Context: an optimization exercise on an open-source flow, tuned for small area, a short achievable clock period and few clock cycles per item. The choices shown serve that exercise and are no tape-out recipe.
Where RTL was checked, it was by simulation tests only, not by an equivalence proof against the original.
Power is estimated from default activity; no workload was simulated.

==> module div_operand_prep, before the edit <==
module div_operand_prep (
  input  wire                          CLK,
  input  wire                          RST_N,
  input  wire  [div_pkg::DATA_W-1:0]   req_a,
  input  wire  [div_pkg::DATA_W-1:0]   req_b,
  input  wire  [1:0]                   req_op,
  input  wire                          accept,   
  input  wire                          take,     
  output logic [div_pkg::DATA_W-1:0]   rem,      
  output logic [div_pkg::DVS_W-1:0]    dvs,      
  output logic [div_pkg::CNT_W-1:0]    cnt,      
  output logic                         q_ones,   
  output logic                         neg,      
  output logic                         op_rem,
  output logic                         valid
);
  localparam int DW = div_pkg::DATA_W;
  localparam int QB = div_pkg::QB;
  logic [DW-1:0]             in_a, in_b;     
  logic                      in_a_neg, in_b_neg, in_dz, in_rem;
  logic                      sgn, a_neg, b_neg, dz, op_r, a_p2, b_p2;
  logic [DW-1:0]             a_mag, b_mag;
  logic [5:0]                la, lb;
  logic [6:0]                t, k;
  logic                      none;
  always_ff @(posedge CLK) begin
    if (!RST_N) begin
      valid <= 1'b0;
    end else if (accept) begin
      valid <= 1'b1;
    end else if (take) begin
      valid <= 1'b0;
    end
  end
  assign sgn   = ~req_op[div_pkg::OP_UNSGN_BIT];
  assign a_neg = sgn & req_a[DW-1];
  assign b_neg = sgn & req_b[DW-1];
  always_ff @(posedge CLK) begin
    if (accept) begin
      in_a     <= req_a ^ {DW{a_neg}};
      in_b     <= req_b ^ {DW{b_neg}};
      in_a_neg <= a_neg;
      in_b_neg <= b_neg;
      in_dz    <= (req_b == '0);
      in_rem   <= req_op[div_pkg::OP_REM_BIT];
    end
  end
  assign op_r = in_rem;
  assign dz   = in_dz;
  div_cinc #(.W(DW)) u_inca (.x(in_a), .inc(in_a_neg), .y(a_mag));
  div_cinc #(.W(DW)) u_incb (.x(in_b), .inc(in_b_neg), .y(b_mag));
  div_lzc u_lza (.x(in_a), .n(la));
  div_lzc u_lzb (.x(in_b), .n(lb));
  always_comb begin
    a_p2 = in_a_neg;
    b_p2 = in_b_neg;
    for (int i = 0; i < DW-1; i++) begin
      a_p2 = a_p2 & (in_a[i] | ~in_a[i+1]);
      b_p2 = b_p2 & (in_b[i] | ~in_b[i+1]);
    end
  end
  div_add #(.W(7)) u_t (.a({1'b0, lb}), .b(~{1'b0, la}), .cin(a_p2),  .sum(t), .cout());
  div_add #(.W(7)) u_k (.a(t),          .b(7'd0),        .cin(~b_p2), .sum(k), .cout());
  assign none   = dz | k[6];
  assign rem    = a_mag;
  assign dvs    = ({{QB{1'b0}}, b_mag} << (k[4:0] | 5'd1)) | {(DW+QB){none}};
  assign cnt    = none ? '0 : k[5:1];
  assign q_ones = dz & ~op_r;
  assign neg    = op_r ? in_a_neg : (in_a_neg ^ in_b_neg) & ~dz;
  assign op_rem = op_r;
endmodule
Settings: LEC_CHECK=0, CAP_MARGIN=20, CORE_MARGIN=2, CORE_UTILIZATION=65, SETUP_SLACK_MARGIN=1.0, SLEW_MARGIN=20; clock period 5.5 ns.
run.sh (not shown) runs the stock make flow with config.mk's settings and CLKGATE_MAP_FILE= SYNTH_SCRIPT=/design/flow/synth_recipe.tcl, a recipe that flattens the netlist after the stock synthesis.
Edit:
--- a/flow/design.v
+++ b/flow/design.v
@@ -168,61 +168,63 @@
   output logic                         valid
 );
   localparam int DW = div_pkg::DATA_W;
   localparam int QB = div_pkg::QB;
   logic [DW-1:0]             in_a, in_b;     
+  logic [6:0]                in_k;           
   logic                      in_a_neg, in_b_neg, in_dz, in_rem;
-  logic                      sgn, a_neg, b_neg, dz, op_r, a_p2, b_p2;
-  logic [DW-1:0]             a_mag, b_mag;
+  logic                      sgn, a_neg, b_neg, a_p2, b_p2;
+  logic [DW-1:0]             ya, yb, a_mag, b_mag;
   logic [5:0]                la, lb;
   logic [6:0]                t, k;
   logic                      none;
+  assign sgn   = ~req_op[div_pkg::OP_UNSGN_BIT];
+  assign a_neg = sgn & req_a[DW-1];
+  assign b_neg = sgn & req_b[DW-1];
+  assign ya    = req_a ^ {DW{a_neg}};
+  assign yb    = req_b ^ {DW{b_neg}};
+  div_lzc u_lza (.x(ya), .n(la));
+  div_lzc u_lzb (.x(yb), .n(lb));
+  always_comb begin
+    a_p2 = a_neg;
+    b_p2 = b_neg;
+    for (int i = 0; i < DW-1; i++) begin
+      a_p2 = a_p2 & (ya[i] | ~ya[i+1]);
+      b_p2 = b_p2 & (yb[i] | ~yb[i+1]);
+    end
+  end
+  div_add #(.W(7)) u_t (.a({1'b0, lb}), .b(~{1'b0, la}), .cin(a_p2),  .sum(t), .cout());
+  div_add #(.W(7)) u_k (.a(t),          .b(7'd0),        .cin(~b_p2), .sum(k), .cout());
   always_ff @(posedge CLK) begin
     if (!RST_N) begin
       valid <= 1'b0;
     end else if (accept) begin
       valid <= 1'b1;
     end else if (take) begin
       valid <= 1'b0;
     end
   end
-  assign sgn   = ~req_op[div_pkg::OP_UNSGN_BIT];
-  assign a_neg = sgn & req_a[DW-1];
-  assign b_neg = sgn & req_b[DW-1];
   always_ff @(posedge CLK) begin
     if (accept) begin
-      in_a     <= req_a ^ {DW{a_neg}};
-      in_b     <= req_b ^ {DW{b_neg}};
+      in_a     <= ya;
+      in_b     <= yb;
+      in_k     <= k;
       in_a_neg <= a_neg;
       in_b_neg <= b_neg;
       in_dz    <= (req_b == '0);
       in_rem   <= req_op[div_pkg::OP_REM_BIT];
     end
   end
-  assign op_r = in_rem;
-  assign dz   = in_dz;
   div_cinc #(.W(DW)) u_inca (.x(in_a), .inc(in_a_neg), .y(a_mag));
   div_cinc #(.W(DW)) u_incb (.x(in_b), .inc(in_b_neg), .y(b_mag));
-  div_lzc u_lza (.x(in_a), .n(la));
-  div_lzc u_lzb (.x(in_b), .n(lb));
-  always_comb begin
-    a_p2 = in_a_neg;
-    b_p2 = in_b_neg;
-    for (int i = 0; i < DW-1; i++) begin
-      a_p2 = a_p2 & (in_a[i] | ~in_a[i+1]);
-      b_p2 = b_p2 & (in_b[i] | ~in_b[i+1]);
-    end
-  end
-  div_add #(.W(7)) u_t (.a({1'b0, lb}), .b(~{1'b0, la}), .cin(a_p2),  .sum(t), .cout());
-  div_add #(.W(7)) u_k (.a(t),          .b(7'd0),        .cin(~b_p2), .sum(k), .cout());
-  assign none   = dz | k[6];
   assign rem    = a_mag;
-  assign dvs    = ({{QB{1'b0}}, b_mag} << (k[4:0] | 5'd1)) | {(DW+QB){none}};
-  assign cnt    = none ? '0 : k[5:1];
-  assign q_ones = dz & ~op_r;
-  assign neg    = op_r ? in_a_neg : (in_a_neg ^ in_b_neg) & ~dz;
-  assign op_rem = op_r;
+  assign none   = in_dz | in_k[6];
+  assign dvs    = ({{QB{1'b0}}, b_mag} << (in_k[4:0] | 5'd1)) | {(DW+QB){none}};
+  assign cnt    = none ? '0 : in_k[5:1];
+  assign q_ones = in_dz & ~in_rem;
+  assign neg    = in_rem ? in_a_neg : (in_a_neg ^ in_b_neg) & ~in_dz;
+  assign op_rem = in_rem;
 endmodule
 `default_nettype wire
 `default_nettype none
 module div_lzc (
   input  wire  [31:0] x,
Worst setup slack gets worse by 180 ps.
Cell area came out higher by 4.6%.
Clock power came out higher by about 18%.
Routed wire length came out higher by about 15%.
Fmax came out lower by about 3.7%.
Sequential power came out higher by about 2%.
Hold slack gets worse by 6.2 ps.
Die area came out higher by about 7%.
Final cell count came out higher by about 7%.
Utilization came out lower by 1.6 points.
Critical path depth came out higher by 4.
Register-to-register slack gets better by 160 ps.
Sequential share of layout area came out lower by 0.55 points.
Area after synthesis came out higher by 7.0%.
Testbench counts after the change, summed over its fixed seeds: cycles 51,178, items 16,000.
Function not checked in the first run of this note: the RTL went through the layout flow alone.


Another version of the RTL of div_top (not shown whole).
Size in the first run: ~250 flip-flops, roughly 100 I/O pins, ~20000 µm² of cells after synthesis.
==> flow/design.v (excerpt) <==
module div_top (
  input  wire                         CLK,
  input  wire                         RST_N,
  input  wire  [div_pkg::DATA_W-1:0]  req_a,
  input  wire  [div_pkg::DATA_W-1:0]  req_b,
  input  wire  [1:0]                  req_op,
  input  wire                         req_valid,
  output logic                        req_ready,
  output logic [div_pkg::DATA_W-1:0]  res,
  output logic                        res_valid,
  input  wire                         res_ready
);
==> module div_add, before the edit <==
module div_add #(
  parameter int W = 32
) (
  input  wire  [W-1:0] a,
  input  wire  [W-1:0] b,
  input  wire          cin,
  output logic [W-1:0] sum,
  output logic         cout
);
  localparam int LV = (W < 32) ? 5 : (W < 64) ? 6 : 7;   
  logic [LV:0][W:0] g;
  logic [LV:0][W:0] p;
  assign g[0] = {a & b, cin};
  assign p[0] = {a ^ b, 1'b0};
  for (genvar l = 0; l < LV; l++) begin : g_lvl
    for (genvar i = 0; i <= W; i++) begin : g_bit
      if ((i >> l) % 2 == 1) begin : g_op
        assign g[l+1][i] = g[l][i] | (p[l][i] & g[l][((i >> l) << l) - 1]);
        assign p[l+1][i] = p[l][i] & p[l][((i >> l) << l) - 1];
      end else begin : g_pass
        assign g[l+1][i] = g[l][i];
        assign p[l+1][i] = p[l][i];
      end
    end
  end
  assign sum  = p[0][W:1] ^ g[LV][W-1:0];
  assign cout = g[LV][W];
endmodule
==> module div_cinc, before the edit <==
module div_cinc #(
  parameter int W = 32
) (
  input  wire  [W-1:0] x,
  input  wire          inc,
  output logic [W-1:0] y
);
  localparam int LV = (W <= 32) ? 5 : 6;   
  logic [LV:0][W-1:0] a;
  assign a[0] = {x[W-2:0], 1'b1};
  for (genvar l = 0; l < LV; l++) begin : g_lvl
    for (genvar i = 0; i < W; i++) begin : g_bit
      if ((i >> l) % 2 == 1) begin : g_op
        assign a[l+1][i] = a[l][i] & a[l][((i >> l) << l) - 1];
      end else begin : g_pass
        assign a[l+1][i] = a[l][i];
      end
    end
  end
  assign y = x ^ ({W{inc}} & a[LV]);
endmodule
==> module div_cneg, before the edit <==
module div_cneg #(
  parameter int W = 32
) (
  input  wire  [W-1:0] x,
  input  wire          neg,
  output logic [W-1:0] y
);
  localparam int LV = (W <= 32) ? 5 : 6;   
  logic [LV:0][W-1:0] o;
  assign o[0] = {x[W-2:0], 1'b0};
  for (genvar l = 0; l < LV; l++) begin : g_lvl
    for (genvar i = 0; i < W; i++) begin : g_bit
      if ((i >> l) % 2 == 1) begin : g_op
        assign o[l+1][i] = o[l][i] | o[l][((i >> l) << l) - 1];
      end else begin : g_pass
        assign o[l+1][i] = o[l][i];
      end
    end
  end
  assign y = x ^ ({W{neg}} & o[LV]);
endmodule
clock: 5.5 ns
lec_check: 0
cap_margin: 20
core_margin: 2
core_utilization: 65
setup_slack_margin: 1.0
slew_margin: 20
Testbench counts at the start, summed over its fixed seeds: cycles 51,178, items 16,000.
Next try:
--- a/flow/design.v
+++ b/flow/design.v
@@ -31,13 +31,13 @@
   logic [LV:0][W:0] p;
   assign g[0] = {a & b, cin};
   assign p[0] = {a ^ b, 1'b0};
   for (genvar l = 0; l < LV; l++) begin : g_lvl
     for (genvar i = 0; i <= W; i++) begin : g_bit
-      if ((i >> l) % 2 == 1) begin : g_op
-        assign g[l+1][i] = g[l][i] | (p[l][i] & g[l][((i >> l) << l) - 1]);
-        assign p[l+1][i] = p[l][i] & p[l][((i >> l) << l) - 1];
+      if (i >= (1 << l)) begin : g_op
+        assign g[l+1][i] = g[l][i] | (p[l][i] & g[l][i - (1 << l)]);
+        assign p[l+1][i] = p[l][i] & p[l][i - (1 << l)];
       end else begin : g_pass
         assign g[l+1][i] = g[l][i];
         assign p[l+1][i] = p[l][i];
       end
     end
@@ -270,12 +270,12 @@
   localparam int LV = (W <= 32) ? 5 : 6;   
   logic [LV:0][W-1:0] a;
   assign a[0] = {x[W-2:0], 1'b1};
   for (genvar l = 0; l < LV; l++) begin : g_lvl
     for (genvar i = 0; i < W; i++) begin : g_bit
-      if ((i >> l) % 2 == 1) begin : g_op
-        assign a[l+1][i] = a[l][i] & a[l][((i >> l) << l) - 1];
+      if (i >= (1 << l)) begin : g_op
+        assign a[l+1][i] = a[l][i] & a[l][i - (1 << l)];
       end else begin : g_pass
         assign a[l+1][i] = a[l][i];
       end
     end
   end
@@ -291,12 +291,12 @@
   localparam int LV = (W <= 32) ? 5 : 6;   
   logic [LV:0][W-1:0] o;
   assign o[0] = {x[W-2:0], 1'b0};
   for (genvar l = 0; l < LV; l++) begin : g_lvl
     for (genvar i = 0; i < W; i++) begin : g_bit
-      if ((i >> l) % 2 == 1) begin : g_op
-        assign o[l+1][i] = o[l][i] | o[l][((i >> l) << l) - 1];
+      if (i >= (1 << l)) begin : g_op
+        assign o[l+1][i] = o[l][i] | o[l][i - (1 << l)];
       end else begin : g_pass
         assign o[l+1][i] = o[l][i];
       end
     end
   end
The new run completed with no timing, DRC or antenna violations.
Synthesized area climbs by a few percent.
Utilization is lower by 0.95 points.
Final cell count came out higher by a few percent.
Total power rises by a few percent.
Routed wire length went up by a little under a tenth.
Global-route usage climbs by 2.0 points.
Hold slack gains 12 ps.
Setup slack gets better by 90 ps.
Clock skew is about the same.
Combinational power climbs by roughly a tenth.
Count of clock-buffer cells in the layout came out higher by 5.
Via count climbs by a few percent.
Testbench counts after the change, summed over its fixed seeds: cycles 51,178, items 16,000.

-- re-timing with driven ports --
In the flow no input, the clock included, has a driving cell. The finished layouts below were timed again as built, in two steps. Step 1, drivers: a clkbuf_16 drives CLK and a buf_2 each remaining input, both assumed. Step 2 moves the port delays by t, midway between the first and last clock arrival at a register: inputs arrive t later, outputs are due t later. That takes back most of the time a late clock gives input paths. a / b / c = no drivers / after step 1 / after step 2; a / b = the first two.
run | shift t [ns] | setup slack, ns | worst register clock-pin slew, ns
the first run of note 1 | 0.602 | 0.908 / 0.908 / 0.908 | 0.07 / 0.07
the second run of note 1 | 0.623 | 0.732 / 0.767 / 0.143 | 0.07 / 0.07
the first run of note 2 | 0.601 | 0.853 / 0.868 / 0.267 | 0.06 / 0.06
the second run of note 2 | 0.605 | 0.943 / 0.980 / 0.375 | 0.07 / 0.07
After both steps setup and hold are still met in every run listed. For the second run of note 1, which loses most, drivers alone change the setup slack by +0.035 ns; drivers and shift together by -0.589 ns.
